Source: an optimization exercise on an open RTL-to-GDS flow (aim: small area, a short achievable clock period and few clock cycles per item). Production flows keep margins and buffers that such runs may drop.
In this exercise RTL edits were held to simulation tests only and were not proved equivalent to the original.

==> inputs of branch raven <==
// srgb_to_xyz_pixel_converter
module srgb_to_xyz_pixel_converter
(
    input  logic   clk,
    input  logic   rst_n,
    input  logic   pix_valid,
    output logic   pix_stall,
    input  srgbxyz_pkg::pixel_t pix,
    output logic   xyz_valid,
    input  logic   xyz_stall,
    output srgbxyz_pkg::xyz_t   xyz
);
    logic        v1, v2, v3;
    logic        adv;
    logic [15:0] lr, lg, lb;
    logic [35:0] ca0, ca0_q;
    logic [36:0] cb0, cb0_q;
    logic [36:0] y0;
    logic r0_t0, r0_t1, r0_t2, r0_t3, r0_t4, r0_t5, r0_t6, r0_t7, r0_t8, r0_t9, r0_t10, r0_t11;
    logic r0_t12, r0_t13, r0_t14, r0_t15, r0_t16, r0_t17, r0_t18, r0_t19, r0_t20, r0_t21, r0_t22, r0_t23;
    logic r0_t24, r0_t25, r0_t26, r0_t27, r0_t28, r0_t29, r0_t30, r0_t31, r0_t32, r0_t33, r0_t34, r0_t35;
    logic r0_t36, r0_t37, r0_t38, r0_t39, r0_t40, r0_t41, r0_t42, r0_t43, r0_t44, r0_t45, r0_t46, r0_t47;
    logic r0_t48, r0_t49, r0_t50, r0_t51, r0_t52, r0_t53, r0_t54, r0_t55, r0_t56, r0_t57, r0_t58, r0_t59;
    logic r0_t60, r0_t61, r0_t62, r0_t63, r0_t64, r0_t65, r0_t66, r0_t67, r0_t68, r0_t69, r0_t70, r0_t71;
    logic r0_t72, r0_t73, r0_t74, r0_t75, r0_t76, r0_t77, r0_t78, r0_t79, r0_t80, r0_t81, r0_t82, r0_t83;
    logic r0_t84, r0_t85, r0_t86, r0_t87, r0_t88, r0_t89, r0_t90, r0_t91, r0_t92, r0_t93, r0_t94, r0_t95;
    logic r0_t96, r0_t97, r0_t98, r0_t99, r0_t100, r0_t101, r0_t102, r0_t103, r0_t104, r0_t105, r0_t106, r0_t107;
    logic r0_t108, r0_t109, r0_t110, r0_t111, r0_t112, r0_t113, r0_t114, r0_t115, r0_t116, r0_t117, r0_t118, r0_t119;
    logic r0_t120, r0_t121, r0_t122, r0_t123, r0_t124, r0_t125, r0_t126, r0_t127, r0_t128, r0_t129, r0_t130, r0_t131;
  ...
==> flow/config.mk <==
export PLATFORM = sky130hd
export DESIGN_NAME = srgb_to_xyz_pixel_converter
export DESIGN_NICKNAME = srgb_to_xyz_pixel_converter
export VERILOG_FILES = /design/flow/design.v
export SDC_FILE = /design/flow/constraint.sdc
export NUM_CORES = 4
export LEC_CHECK = 0
export CAP_MARGIN = 20
export CORE_MARGIN = 2
export CORE_UTILIZATION = 40
export SETUP_SLACK_MARGIN = 4.5
export SLEW_MARGIN = 20
export SYNTH_HIERARCHICAL = 1
export TNS_END_PERCENT = 100
==> flow/constraint.sdc <==
create_clock -name core_clock -period 9.0 [get_ports {clk}]
set_input_delay 1.8000 -clock core_clock [delete_from_list [all_inputs] [get_ports {clk}]]
set_output_delay 1.8000 -clock core_clock [all_outputs]
set_load 0.01 [all_outputs]
run.sh (not shown) runs the stock make flow with config.mk's settings and CLKGATE_MAP_FILE= SYNTH_SCRIPT=/design/flow/synth_recipe.tcl, a recipe that flattens the netlist after the stock synthesis.
==> branch ember (differences from branch raven) <==
- SETUP_SLACK_MARGIN: 4.5 -> default
- TNS_END_PERCENT: 100 -> default
==> summary of the runs <==
- In branch ember the hold slack is higher than in branch raven, by 0.023 ns.
- Against branch raven, the sequential share of layout area of branch ember is higher by 0.14 points.
- Against branch ember, the register-to-register slack of branch raven is better by 0.41 ns.
Testbench counts of branch raven, summed over its fixed seeds: cycles 32,024, items 32,000.
Testbench counts of branch ember, summed over its fixed seeds: cycles 32,024, items 32,000.


==> inputs of run a <==
Another version of the RTL of srgb_to_xyz_pixel_converter (not shown whole).
Settings: LEC_CHECK=0, CAP_MARGIN=20, CORE_MARGIN=2, CORE_UTILIZATION=60, SLEW_MARGIN=20, SYNTH_HIERARCHICAL=1, TNS_END_PERCENT=100; clock period 9.0 ns.
standard.sh (not shown) runs the stock make flow with config.mk's settings and CLKGATE_MAP_FILE= SYNTH_SCRIPT=/design/flow/synth_recipe.tcl, a recipe that flattens the netlist after the stock synthesis.
==> flow/flow/run.sh <==
#!/bin/bash
set -euo pipefail
export SETUP_SLACK_MARGIN=5.5
bash standard.sh > standard.log 2>&1
==> run b (differences from run a) <==
--- a/flow/config.mk
+++ b/flow/config.mk
@@ -9,3 +9,3 @@
 export CORE_MARGIN = 2
-export CORE_UTILIZATION = 60
+export CORE_UTILIZATION = 40
 export SLEW_MARGIN = 20
==> run c (differences from run a) <==
==> flow/flow/run.sh (replaced) <==
#!/bin/bash
set -euo pipefail
export SETUP_SLACK_MARGIN=5.7
bash standard.sh > standard.log 2>&1
--- a/flow/config.mk
+++ b/flow/config.mk
@@ -9,3 +9,3 @@
 export CORE_MARGIN = 2
-export CORE_UTILIZATION = 60
+export CORE_UTILIZATION = 40
 export SLEW_MARGIN = 20
==> summary.txt <==
- Against run a, the non-clock buffer count of run c is higher by 126.
- Worst setup slack, highest first: run b, run c, run a.
- In register-to-register slack, run b and run c hardly differ.
- Global-route usage: run b is lower than run a (16 points).
- The highest count of clock-buffer cells in the layout belongs to run c, the lowest to run b.
- The highest critical path depth belongs to run a, the lowest to run b.
- Worst hold slack: run c > run a > run b.
- Sequential share of layout area: run a > run b > run c.
- The lowest clock skew belongs to run b, the highest to run a.
Testbench counts of run a, summed over its fixed seeds: cycles 32,032, items 32,000.
Testbench counts of run b, summed over its fixed seeds: cycles 32,032, items 32,000.
Testbench counts of run c, summed over its fixed seeds: cycles 32,032, items 32,000.


==> run F <==
srgb_to_xyz_pixel_converter, a different RTL version from the one above (not shown whole).
==> flow/design.v (excerpt) <==
module srgb_to_xyz_pixel_converter
(
    input  logic   clk,
    input  logic   rst_n,
    input  logic   pix_valid,
    output logic   pix_stall,
    input  srgbxyz_pkg::pixel_t pix,
    output logic   xyz_valid,
    input  logic   xyz_stall,
    output srgbxyz_pkg::xyz_t   xyz
);
    logic        v0, v1;
    logic        adv;
    logic [15:0] lr, lg, lb;
    logic [15:0] lin_r, lin_g, lin_b;
    logic [36:0] ca0, ca0_q;
    logic [35:0] cb0, cb0_q;
    logic [36:0] y0;
    logic r0_t0, r0_t1, r0_t2, r0_t3, r0_t4, r0_t5, r0_t6, r0_t7, r0_t8, r0_t9, r0_t10, r0_t11;
    logic r0_t12, r0_t13, r0_t14, r0_t15, r0_t16, r0_t17, r0_t18, r0_t19, r0_t20, r0_t21, r0_t22, r0_t23;
    logic r0_t24, r0_t25, r0_t26, r0_t27, r0_t28, r0_t29, r0_t30, r0_t31, r0_t32, r0_t33, r0_t34, r0_t35;
    logic r0_t36, r0_t37, r0_t38, r0_t39, r0_t40, r0_t41, r0_t42, r0_t43, r0_t44, r0_t45, r0_t46, r0_t47;
    logic r0_t48, r0_t49, r0_t50, r0_t51, r0_t52, r0_t53, r0_t54, r0_t55, r0_t56, r0_t57, r0_t58, r0_t59;
    logic r0_t60, r0_t61, r0_t62, r0_t63, r0_t64, r0_t65, r0_t66, r0_t67, r0_t68, r0_t69, r0_t70, r0_t71;
  ...
export LEC_CHECK = 0
export CAP_MARGIN = 20
export CORE_MARGIN = 2
export CORE_UTILIZATION = 40
export SETUP_SLACK_MARGIN = 4.8
export SLEW_MARGIN = 20
export SYNTH_HIERARCHICAL = 1
export TNS_END_PERCENT = 100
create_clock -name core_clock -period 9.0 [get_ports {clk}]
run.sh (not shown) runs the stock make flow with config.mk's settings and CLKGATE_MAP_FILE= SYNTH_SCRIPT=/design/flow/synth_recipe.tcl, a recipe that flattens the netlist after the stock synthesis.
Stock flow here: none of the scripts above is used.
==> run A: changes against run F <==
--- a/flow/design.v
+++ b/flow/design.v
@@ -3035,11 +3035,11 @@
     input  srgbxyz_pkg::pixel_t pix,
     output logic   xyz_valid,
     input  logic   xyz_stall,
     output srgbxyz_pkg::xyz_t   xyz
 );
-    logic        v0, v1;
+    logic        v0, v1, v2;
     logic        adv;
     logic [15:0] lr, lg, lb;
     logic [15:0] lin_r, lin_g, lin_b;
     logic [36:0] ca0, ca0_q;
     logic [35:0] cb0, cb0_q;
@@ -3199,10 +3199,11 @@
     logic r2_t480, r2_t481, r2_t482, r2_t483, r2_t484, r2_t485, r2_t486, r2_t487, r2_t488, r2_t489, r2_t490, r2_t491;
     logic r2_t492, r2_t493, r2_t494, r2_t495, r2_t496, r2_t497, r2_t498, r2_t499, r2_t500, r2_t501, r2_t502, r2_t503;
     logic r2_t504, r2_t505, r2_t506, r2_t507, r2_t508, r2_t509, r2_t510, r2_t511, r2_t512, r2_t513, r2_t514, r2_t515;
     logic r2_t516, r2_t517, r2_t518, r2_t519, r2_t520, r2_t521, r2_t522, r2_t523, r2_t524, r2_t525, r2_t526, r2_t527;
     logic r2_t528, r2_t529, r2_t530, r2_t531, r2_t532, r2_t533, r2_t534, r2_t535, r2_t536, r2_t537, r2_t538, r2_t539;
+    srgbxyz_pkg::xyz_t xyz_reg;
     srgbxyz_ha u_r0_t0 (.a(lg[7]), .b(lg[6]), .s(r0_t0), .co(r0_t1));
     srgbxyz_fa u_r0_t2 (.a(lg[8]), .b(lg[7]), .c(lg[5]), .s(r0_t2), .co(r0_t3));
     srgbxyz_fa u_r0_t4 (.a(lg[9]), .b(lg[8]), .c(lg[6]), .s(r0_t4), .co(r0_t5));
     srgbxyz_fa u_r0_t6 (.a(lr[0]), .b(lg[10]), .c(lg[9]), .s(r0_t6), .co(r0_t7));
     srgbxyz_fa u_r0_t8 (.a(lg[7]), .b(lg[5]), .c(lb[12]), .s(r0_t8), .co(r0_t9));
@@ -4165,23 +4166,25 @@
     assign y2 = {ca2_q[36], ca2_q[35], ca2_q[34], ca2_q[33], ca2_q[32], ca2_q[31], ca2_q[30], ca2_q[29], ca2_q[28], ca2_q[27], ca2_q[26], ca2_q[25], ca2_q[24], ca2_q[23], ca2_q[22], ca2_q[21], ca2_q[20], ca2_q[19], ca2_q[18], ca2_q[17], ca2_q[16], ca2_q[15], ca2_q[14], ca2_q[13], ca2_q[12], ca2_q[11], ca2_q[10], ca2_q[9], ca2_q[8], ca2_q[7], ca2_q[6], ca2_q[5], ca2_q[4], ca2_q[3], ca2_q[2], ca2_q[1], ca2_q[0]}
                 + {1'b1, cb2_q[33], cb2_q[32], cb2_q[31], cb2_q[30], cb2_q[29], cb2_q[28], cb2_q[27], cb2_q[26], cb2_q[25], cb2_q[24], cb2_q[23], cb2_q[22], cb2_q[21], cb2_q[20], cb2_q[19], cb2_q[18], cb2_q[17], cb2_q[16], cb2_q[15], cb2_q[14], cb2_q[13], cb2_q[12], cb2_q[11], cb2_q[10], cb2_q[9], cb2_q[8], cb2_q[7], cb2_q[6], cb2_q[5], cb2_q[4], cb2_q[3], cb2_q[2], cb2_q[1], cb2_q[0], 1'b0, 1'b0};
     assign lin_r     = srgbxyz_pkg::lin_net(pix.red);
     assign lin_g     = srgbxyz_pkg::lin_net(pix.green);
     assign lin_b     = srgbxyz_pkg::lin_net(pix.blue);
-    assign adv       = !(v1 && xyz_stall);
+    assign adv       = !(v2 && xyz_stall);
     assign pix_stall = !adv;
     always_ff @(posedge clk or negedge rst_n)
     begin
         if (!rst_n)
         begin
             v0 <= 1'b0;
             v1 <= 1'b0;
+            v2 <= 1'b0;
         end
         else if (adv)
         begin
             v0 <= pix_valid;
             v1 <= v0;
+            v2 <= v1;
         end
     end
     always_ff @(posedge clk)
     begin
         if (adv)
@@ -4193,10 +4196,11 @@
             cb0_q   <= cb0;
             ca1_q   <= ca1;
             cb1_q   <= cb1;
             ca2_q   <= ca2;
             cb2_q   <= cb2;
+            xyz_reg <= {y0[36:22], y1[36:22], y2[36:22]};
         end
     end
-    assign xyz_valid = v1;
-    assign xyz       = {y0[36:22], y1[36:22], y2[36:22]};
+    assign xyz_valid = v2;
+    assign xyz       = xyz_reg;
 endmodule
==> results.sh <==
export IMPL_firstDrtPassIters=10
export IMPL_post_cts_resized=129
export IMPL_fin_nets=4863
export IMPL_die_x_um=326.0
export IMPL_status="no timing/DRC/antenna violations"
(the above is from run A)
==> results.sh <==
export IMPL_dr_total_vias=34091
export IMPL_final_clkbuf_count=39
export IMPL_post_cts_resized=523
export IMPL_status="no timing/DRC/antenna violations"
export IMPL_fin_nets=4955
export IMPL_firstDrtPassIters=6
export IMPL_die_x_um=322.7
(the above is from run F)
Testbench counts of run F, summed over its fixed seeds: cycles 32,016, items 32,000.
Testbench counts of run A, summed over its fixed seeds: cycles 32,024, items 32,000.

## re-timing with driven ports
The flow's constraints put no driver on any port. The routed layouts listed below were extracted and timed again, unchanged, in two steps.
Step 1 assumes that a clkbuf_16 drives the clock port and a buf_2 every other input.
Step 2 also shifts input and output timing later by t, the mid clock arrival at the registers, as if the neighbouring blocks saw the same clock.
Slacks: ideal / step 1 / step 2; pairs: ideal / step 1.
run	t, ns	setup slack, ns	worst register clock-pin slew, ns
branch raven	0.629	4.430 / 4.470 / 3.841	0.07 / 0.07
branch ember	0.643	3.080 / 3.127 / 2.483	0.06 / 0.06
run a of note 2	0.677	5.272 / 5.272 / 4.968	0.07 / 0.07
run b of note 2	0.704	5.506 / 5.443 / 4.981	0.07 / 0.07
run c of note 2	0.689	5.493 / 5.493 / 5.125	0.07 / 0.07
run F of note 3	0.617	3.775 / 3.706 / 4.286	0.07 / 0.07
run A of note 3	0.635	4.737 / 4.778 / 4.143	0.07 / 0.07
After both steps every run listed still meets setup and hold. For branch ember, which loses most, drivers alone change the setup slack by +0.047 ns; drivers and shift together by -0.597 ns.
